What follows belongs to an exercise in optimizing a design on an open flow for small area and a short achievable clock period; a production flow would make more cautious choices.
The RTL was checked by simulation tests, not by an equivalence proof against the original design.
Power is estimated from default activity; no workload was simulated.

`design/flow/run.sh`:
```
#!/bin/bash
# synth_recipe.tcl (not shown) runs the flow's synth.tcl, then flattens the netlist and writes it again
# the make line also repeats each setting of config.mk as NAME=value (left out here)
make -C /OpenROAD-flow-scripts/flow DESIGN_CONFIG=/design/flow/config.mk WORK_HOME=/design/flow/orfs CLKGATE_MAP_FILE= SYNTH_SCRIPT=/design/flow/synth_recipe.tcl finish
```
`design/flow/config.mk`:
```
export PLATFORM = sky130hd
export DESIGN_NAME = mc_banked_memory_top
export DESIGN_NICKNAME = mc_banked_memory_top
export VERILOG_FILES = /design/flow/design.v
export SDC_FILE = /design/flow/constraint.sdc
export NUM_CORES = 4
export LEC_CHECK = 0
export CAP_MARGIN = 20
export CORE_MARGIN = 2
export CORE_UTILIZATION = 40
export SLEW_MARGIN = 20
```
`design/flow/constraint.sdc`:
```
create_clock -name core_clock -period 5.5 [get_ports {clk}]
set_input_delay 1.1000 -clock core_clock [delete_from_list [all_inputs] [get_ports {clk}]]
set_output_delay 1.1000 -clock core_clock [all_outputs]
set_load 0.01 [all_outputs]
```
`design/flow/design.v`:
```
`default_nettype none
module mc_banked_memory #(
    parameter int              WIDTH      = 32,
    parameter int              DEPTH      = 64,
    parameter int              ADDR_WIDTH = 6,
    parameter int              NUM_CH     = 2,
    parameter int              RD_LAT     = 1,
    parameter logic [WIDTH-1:0] INIT_VAL  = '0
) (
    input  wire                       clk,
    input  wire                       res,
    input  wire  [NUM_CH-1:0]            bus_valid,
    output logic [NUM_CH-1:0]            bus_ready,
    input  wire  [NUM_CH-1:0]            bus_wr_rd,
    input  wire  [NUM_CH*ADDR_WIDTH-1:0] bus_addr,
    input  wire  [NUM_CH*WIDTH-1:0]      bus_wdata,
    input  wire  [NUM_CH*WIDTH/8-1:0]    bus_wstrb,
    output logic [NUM_CH-1:0]            bus_rvalid,
    output logic [NUM_CH*WIDTH-1:0]      bus_rdata,
    output logic [NUM_CH-1:0]            bus_err,
    output logic                         init_done
);
    localparam int C_NB  = WIDTH / 8;
    localparam int C_CHW = (NUM_CH > 1) ? $clog2(NUM_CH) : 1;
    localparam logic [ADDR_WIDTH:0]   C_DEPTH = (ADDR_WIDTH+1)'(DEPTH);
    localparam logic [ADDR_WIDTH-1:0] C_LAST  = ADDR_WIDTH'(DEPTH - 1);
    localparam logic [C_CHW-1:0]      C_LAST_CH = C_CHW'(NUM_CH - 1);
    typedef enum logic [0:0] {
        ST_INIT = 1'b0,
        ST_RUN  = 1'b1
    } state_t;
    state_t                r_state;
    state_t                w_state_nxt;
    logic [ADDR_WIDTH-1:0] r_init_cnt;
    logic                  r_init_done;
    logic [WIDTH-1:0]      r_mem [DEPTH];
    logic [C_CHW-1:0]      r_last;
    logic [C_CHW-1:0]      w_cand;
    logic                  w_gnt_any;
    logic [C_CHW-1:0]      w_gnt_ch;
    logic [NUM_CH-1:0]     w_ready;
    logic [ADDR_WIDTH-1:0] w_sel_addr;
    logic                  w_sel_wr;
    logic [WIDTH-1:0]      w_sel_wdata;
    logic [C_NB-1:0]       w_sel_wstrb;
    logic                  w_in_range;
    logic                  w_acc_wr;
    logic                  w_acc_rd;
    logic [WIDTH-1:0]      w_rd_word;
    logic                  w_rsp_v;
    logic [C_CHW-1:0]      w_rsp_ch;
    logic                  w_rsp_oor;
    logic [WIDTH-1:0]      w_rsp_data;
    logic [NUM_CH-1:0]       r_rvalid;
    logic [NUM_CH-1:0]       r_err;
    logic [NUM_CH*WIDTH-1:0] r_rdata;
    always_ff @(posedge clk) begin
        if (res) begin
            r_state <= ST_INIT;
        end else begin
            r_state <= w_state_nxt;
        end
    end
    always_comb begin
        w_state_nxt = r_state;
        case (r_state)
            ST_INIT: if (r_init_cnt == C_LAST) w_state_nxt = ST_RUN;
            ST_RUN:  w_state_nxt = ST_RUN;
            default: w_state_nxt = ST_INIT;
        endcase
    end
    always_ff @(posedge clk) begin
        if (res) begin
            r_init_cnt  <= '0;
            r_init_done <= 1'b0;
        end else if (r_state == ST_INIT) begin
            r_init_cnt <= r_init_cnt + ADDR_WIDTH'(1);
            if (r_init_cnt == C_LAST) begin
                r_init_done <= 1'b1;
            end
        end
    end
    assign init_done = r_init_done;
    always_comb begin
        w_gnt_any = 1'b0;
        w_gnt_ch  = '0;
        w_cand    = '0;
        if ((r_state == ST_RUN) && !res) begin
            for (int k = 1; k <= NUM_CH; k++) begin
                w_cand = C_CHW'((int'(r_last) + k) % NUM_CH);
                if (!w_gnt_any && bus_valid[w_cand]) begin
                    w_gnt_any = 1'b1;
                    w_gnt_ch  = w_cand;
                end
            end
        end
    end
    always_comb begin
        w_ready = '0;
        if (w_gnt_any) begin
            w_ready[w_gnt_ch] = 1'b1;
        end
    end
    assign bus_ready = w_ready;
    always_ff @(posedge clk) begin
        if (res) begin
            r_last <= C_LAST_CH;
        end else if (w_gnt_any) begin
            r_last <= w_gnt_ch;
        end
    end
    always_comb begin
        w_sel_addr  = '0;
        w_sel_wr    = 1'b0;
        w_sel_wdata = '0;
        w_sel_wstrb = '0;
        for (int i = 0; i < NUM_CH; i++) begin
            if (w_gnt_ch == C_CHW'(i)) begin
                w_sel_addr  = bus_addr[i*ADDR_WIDTH +: ADDR_WIDTH];
                w_sel_wr    = bus_wr_rd[i];
                w_sel_wdata = bus_wdata[i*WIDTH +: WIDTH];
                w_sel_wstrb = bus_wstrb[i*C_NB +: C_NB];
            end
        end
    end
    assign w_in_range = ({1'b0, w_sel_addr} < C_DEPTH);
    assign w_acc_wr   = w_gnt_any & w_sel_wr;
    assign w_acc_rd   = w_gnt_any & ~w_sel_wr;
    assign w_rd_word  = w_in_range ? r_mem[w_sel_addr] : '0;
    always_ff @(posedge clk) begin
        if (!res) begin
            if (r_state == ST_INIT) begin
                r_mem[r_init_cnt] <= INIT_VAL;
            end else if (w_acc_wr && w_in_range) begin
                for (int b = 0; b < C_NB; b++) begin
                    if (w_sel_wstrb[b]) begin
                        r_mem[w_sel_addr][8*b +: 8] <= w_sel_wdata[8*b +: 8];
                    end
                end
            end
        end
    end
    generate
        if (RD_LAT == 1) begin : g_lat1
            assign w_rsp_v    = w_acc_rd;
            assign w_rsp_ch   = w_gnt_ch;
            assign w_rsp_oor  = ~w_in_range;
            assign w_rsp_data = w_rd_word;
        end else begin : g_latn
            logic             r_pv    [RD_LAT-1];
            logic [C_CHW-1:0] r_pch   [RD_LAT-1];
            logic             r_poor  [RD_LAT-1];
            logic [WIDTH-1:0] r_pdata [RD_LAT-1];
            always_ff @(posedge clk) begin
                if (res) begin
                    for (int j = 0; j < RD_LAT-1; j++) begin
                        r_pv[j]    <= 1'b0;
                        r_pch[j]   <= '0;
                        r_poor[j]  <= 1'b0;
                        r_pdata[j] <= '0;
                    end
                end else begin
                    r_pv[0]    <= w_acc_rd;
                    r_pch[0]   <= w_gnt_ch;
                    r_poor[0]  <= ~w_in_range;
                    r_pdata[0] <= w_rd_word;
                    for (int j = 1; j < RD_LAT-1; j++) begin
                        r_pv[j]    <= r_pv[j-1];
                        r_pch[j]   <= r_pch[j-1];
                        r_poor[j]  <= r_poor[j-1];
                        r_pdata[j] <= r_pdata[j-1];
                    end
                end
            end
            assign w_rsp_v    = r_pv[RD_LAT-2];
            assign w_rsp_ch   = r_pch[RD_LAT-2];
            assign w_rsp_oor  = r_poor[RD_LAT-2];
            assign w_rsp_data = r_pdata[RD_LAT-2];
        end
    endgenerate
    always_ff @(posedge clk) begin
        if (res) begin
            r_rvalid <= '0;
            r_err    <= '0;
            r_rdata  <= '0;
        end else begin
            for (int i = 0; i < NUM_CH; i++) begin
                r_rvalid[i] <= w_rsp_v && (w_rsp_ch == C_CHW'(i));
                r_err[i]    <= (w_rsp_v && (w_rsp_ch == C_CHW'(i)) && w_rsp_oor) ||
                               (w_acc_wr && !w_in_range && (w_gnt_ch == C_CHW'(i)));
                if (w_rsp_v && (w_rsp_ch == C_CHW'(i))) begin
                    r_rdata[i*WIDTH +: WIDTH] <= w_rsp_data;
                end
            end
        end
    end
    assign bus_rvalid = r_rvalid;
    assign bus_err    = r_err;
    assign bus_rdata  = r_rdata;
endmodule
`default_nettype wire
`default_nettype none
module mc_banked_memory_top (
    input  wire         clk,
    input  wire         res,
    input  wire  [3:0]  valid,
    output logic [3:0]  ready,
    input  wire  [3:0]  wr_rd,
    input  wire  [23:0] addr,
    input  wire  [127:0] wdata,
    input  wire  [15:0] wstrb,
    output logic [3:0]  rvalid,
    output logic [127:0] rdata,
    output logic [3:0]  err,
    output logic        init_done
);
    mc_banked_memory #(
        .WIDTH(32), .DEPTH(48), .ADDR_WIDTH(6), .NUM_CH(4), .RD_LAT(2),
        .INIT_VAL('0)
    ) u_mem (
        .clk(clk), .res(res),
        .bus_valid(valid), .bus_ready(ready), .bus_wr_rd(wr_rd),
        .bus_addr(addr), .bus_wdata(wdata), .bus_wstrb(wstrb),
        .bus_rvalid(rvalid), .bus_rdata(rdata), .bus_err(err),
        .init_done(init_done)
    );
endmodule
`default_nettype wire
```
==> impl_metrics.toml <==
[synth]
synth-main-ff-cell = "sky130_fd_sc_hd__edfxtp_1"
synth-async-reset-ratio_pct = 0
mapped_cells = 5192
netlist_area_mm2 = 0.0688
synth.largest_area_cell = "sky130_fd_sc_hd__edfxtp_1"
syn_avg_cell_area_um2 = 13.3
synth.lib_cells_used.distinct = 79
synth_top_cell_area_share_pct = 67.0
synth-seq-cells = 1718
synth_sequential_area_ratio_pct = 72.3
synth_warn = 5
syn-num-nets = 5371
synthTopCellsByArea = "sky130_fd_sc_hd__edfxtp_1 67%, sky130_fd_sc_hd__nand2_1 6.7%, sky130_fd_sc_hd__dfxtp_1 5.3%"
synth-edff-count = 1536

[timing]
min_period_over_period_pct = 90.1
timing.fmax_ghz = 0.202
worst_pin_slew_ps = 1070
grt_setup_unrepaired = "no"
slew_headroom_pct = 28.3
setup_violations = 0
finalCriticalPeriod_ps = 4960
final.hold.worst_slack_ps = 453
finClkSkew_ps = 28.2
timing.final.max_slew_violations = 0
final-hold-violation-count = 0

[drt]
detailedRoute.firstIterationViolations = 5623
drtAntennaViolNets = 0
drc_errors = 0
detail_route.vias_per_cell = 5.70
drt-pass1-iter-count = 6
drt_wl_total_mm = 216
dr_total_vias = 46100
routed_wire_length_per_instance_um = 26.7

[grt]
first_global_vias = 44200
global_route_total_overflow = 0
grt_use_total_pct = 24.2
grt_antenna_before_repair = 4
maximum_number_of_pins_on_one_net_before_global_route_repair = 91
grt_pass1_wl_mm = 309

[clock_network]
root_buffer = "sky130_fd_sc_hd__clkbuf_16"
cts_num_sinks = 1718
cts.clk_slew.worst_paths_ps = 60
post-cts-setup-buffer-count = 0
clkLatencyLatePin_ps = 820
cts-root-to-sink-buffers = 3
cts_made_buffers = 168
cts-htree-levels = 4
tritoncts_clock_tree = "done"
post_cts_hold_buffer_count = 0
cts_repair_resize_count = 0

[layout]
area_growth_pct = 20.1
final_net_count = 5894
final_design_area_no_fill_mm2 = 0.0826
fillers = 14900
final_layout_size_suffix_gt1_share_pct = 12.8
multi_input_comb_area_mm2 = 0.0176
seqCellArea_mm2 = 0.0498

[job]
maxCapViolations = 0

[critical_path]
worst-path-max-fanout = 18
cp-endpoint = "ready[1]"
critical_path.startpoint_type = "input port"
worst-setup-path-type = "in2out"
worst_ep_required_time_ps = 4400
worst_r2r_startpoint = "u_mem.r_state$_SDFF_PP0_"
cp-startpoint = "valid[1]"
rr_endpoint = "u_mem.r_mem[41][30]$_DFFE_PP_"
rrSetupSlack_ps = 960
worstPathArrival_ps = 3860
r2r_cells = 11
crit_path_end_kind = "primary output"

[floorplanning]
design.core.area_mm2 = 0.171
num_rows = 152
initial_core_util_pct = 40.2
die_area_mm2 = 0.175
floorplan.die.width_um = 419
top_level_ports = 319
fp.dieH_um = 419

[place]
routabilityCongestion = 0.934
dpl_hpwl_mm = 145
port-buffer-count = 318
dpl-instance-area_mm2 = 0.0771

[outcome]
run_status = "no timing/DRC/antenna violations"

[power_and_ir_drop]
power_density_mw_per_mm2 = 326
leakage_nw = 27.3
totalPowerFinal_mw = 26.9
worst_ir_drop_vdd_v = 0.000311

[hold_path]
hp-class = "reg2reg"
min-delay-start = "u_mem.r_rdata[83]$_SDFFE_PP0P_"
placed cells by master, fill, tap and decap left out, types with 29 or more instances in the layout:
cell type / count
sky130_fd_sc_hd__a211oi_1: 66
sky130_fd_sc_hd__a21oi_1: 428
sky130_fd_sc_hd__a221oi_1: 37
sky130_fd_sc_hd__a22oi_1: 276
sky130_fd_sc_hd__a31oi_1: 58
sky130_fd_sc_hd__and3_1: 65
sky130_fd_sc_hd__and4_1: 30
sky130_fd_sc_hd__buf_12: 70
sky130_fd_sc_hd__buf_4: 326
sky130_fd_sc_hd__clkbuf_1: 29
sky130_fd_sc_hd__clkbuf_16: 172
sky130_fd_sc_hd__clkdlybuf4s50_1: 317
sky130_fd_sc_hd__clkinv_1: 42
sky130_fd_sc_hd__dfxtp_1: 182
sky130_fd_sc_hd__edfxtp_1: 1536
sky130_fd_sc_hd__mux2i_1: 209
sky130_fd_sc_hd__nand2_1: 1226
sky130_fd_sc_hd__nand3_1: 259
sky130_fd_sc_hd__nand4_1: 33
sky130_fd_sc_hd__nor2_1: 33
sky130_fd_sc_hd__nor2_4: 39
sky130_fd_sc_hd__o21ai_0: 192
critical path, stage by stage:
cell	delay [ps]
sky130_fd_sc_hd__clkdlybuf4s50_1	580
sky130_fd_sc_hd__buf_4	190
sky130_fd_sc_hd__nor2_1	70
sky130_fd_sc_hd__a21oi_2	410
sky130_fd_sc_hd__o31ai_4	250
sky130_fd_sc_hd__buf_4	210
sky130_fd_sc_hd__nor2_4	140
sky130_fd_sc_hd__buf_4	290
sky130_fd_sc_hd__clkdlybuf4s50_1	590
logic make-up after synthesis:
family                   after synthesis  share of synthesized area, %
flip-flops                          1718                          72.3
AND/OR/NAND/NOR                     1751                          11.0
AO/OA/AOI/OAI                       1111                          9.96
adder cells (fa/ha/maj)                1                        0.0182
XOR/XNOR                               5                        0.0636
buffers and inverters                367                          2.63
multiplexers                         239                          3.96
worst min-delay path by stage:
stage                     depth (start not counted)                             end
after floorplan                                   2   u_mem.r_rdata[0]$_SDFFE_PP0P_
after global placement                            2  u_mem.r_rdata[38]$_SDFFE_PP0P_
after detailed placement                          2  u_mem.r_rdata[82]$_SDFFE_PP0P_
after CTS                                         2  u_mem.r_rdata[82]$_SDFFE_PP0P_
after global routing                              2  u_mem.r_rdata[52]$_SDFFE_PP0P_
final                                             2  u_mem.r_rdata[83]$_SDFFE_PP0P_
metal layers:
metal / GRT usage [%] / vias up / share of wire [%]
met3: 4.04 / 385 / 8.0
met4: 10.5 / 0 / 4.4
met5: 0 / - / 0
li1: - / 20500 / -
met1: 32.6 / 23100 / 41
met2: 38.7 / 2175 / 47
metrics by stage:
step                      utilization, %  worst slack [ps]  instances  setup TNS (ps)
after floorplan                        -               692       5192               0
after global placement              45.1             -42.8       7776            -648
after detailed placement            45.1             -53.5       7776            -684
after CTS                           48.2               565       8085               0
after global routing                48.3               445       8089               0
final                               48.3               545       8096               0
synthesized netlist by cell type, types with 3 or more instances:
library cell and number:
sky130_fd_sc_hd__and2_1 9, sky130_fd_sc_hd__buf_2 147, sky130_fd_sc_hd__o32ai_1 4, sky130_fd_sc_hd__dfxtp_1 182, sky130_fd_sc_hd__a22oi_1 276, sky130_fd_sc_hd__nand3_1 259, sky130_fd_sc_hd__a221oi_1 37, sky130_fd_sc_hd__nor2_1 69
sky130_fd_sc_hd__a32oi_1 3, sky130_fd_sc_hd__clkbuf_2 8, sky130_fd_sc_hd__o211ai_1 3, sky130_fd_sc_hd__o21ai_0 196, sky130_fd_sc_hd__mux4_2 26, sky130_fd_sc_hd__inv_1 5, sky130_fd_sc_hd__and3_1 65, sky130_fd_sc_hd__buf_1 17
sky130_fd_sc_hd__nor3_2 7, sky130_fd_sc_hd__a2bb2oi_1 3, sky130_fd_sc_hd__nand2b_1 5, sky130_fd_sc_hd__a211oi_1 66, sky130_fd_sc_hd__nand4_1 33, sky130_fd_sc_hd__mux2_2 4, sky130_fd_sc_hd__buf_4 48, sky130_fd_sc_hd__and4_1 30
sky130_fd_sc_hd__nor3b_1 5, sky130_fd_sc_hd__xnor2_1 4, sky130_fd_sc_hd__nor3_1 6, sky130_fd_sc_hd__nor2_2 4, sky130_fd_sc_hd__or2_2 6, sky130_fd_sc_hd__buf_6 7, sky130_fd_sc_hd__a21o_1 5, sky130_fd_sc_hd__clkbuf_1 133
sky130_fd_sc_hd__edfxtp_1 1536, sky130_fd_sc_hd__nor3_4 5, sky130_fd_sc_hd__nand2_1 1227, sky130_fd_sc_hd__o21ai_1 8, sky130_fd_sc_hd__mux2i_1 209, sky130_fd_sc_hd__a21oi_1 428, sky130_fd_sc_hd__a31oi_1 58
where the power goes:
group / switching, mW / internal [mW]
Sequential: 0.119 / 14.1
Combinational: 0.847 / 0.489
Clock: 4.98 / 6.42
Total: 5.95 / 21.0
sequential cells by signal (all words and copies together), names as in the netlist:
signal	flops
u_mem.r_init_done	1
u_mem.r_mem	1536
u_mem.g_latn.r_pch	2
u_mem.r_last	2
u_mem.r_rvalid	4
u_mem.g_latn.r_poor	1
u_mem.r_err	4
u_mem.r_state	1
u_mem.r_rdata	128
u_mem.g_latn.r_pv	1
u_mem.g_latn.r_pdata	32
u_mem.r_init_cnt	6
area by class of cell:
| type | instances | share of cell area (%) |
|---|---|---|
| antenna | 9 | 0.0273 |
| timing repair buffer | 713 | 8.50 |
| inverter | 7 | 0.0348 |
| clock inverter | 104 | 1.16 |
| clock buffer | 205 | 5.41 |
| sequential | 1718 | 60.2 |
| multi-input combinational | 3107 | 21.3 |
| tap | 2233 | 3.38 |

## afterwards: timing with drivers on the ports
The flow's constraints put no driver on any port. The routed layout listed below was extracted and timed again, unchanged, in two steps. Step 1, drivers: a clkbuf_16 drives clk and a buf_2 each remaining input, both assumed. Step 2 adds t to the input delays and takes it off the output delays; t is the mean of the earliest and latest rising clock arrival at the registers after step 1. Input paths then give back, and output paths get back, about the clock's delay inside the block. a / b / c = no drivers / after step 1 / after step 2; a / b = the first two.
shift t [ns]: 0.893
slack for setup (ns): 0.545 / 0.456 / -0.183
worst setup path at the end: input to register
With both steps, setup timing fails in this run, where it was met with ideal ports. For this run, drivers alone change the setup slack by -0.089 ns; drivers and shift together by -0.728 ns.
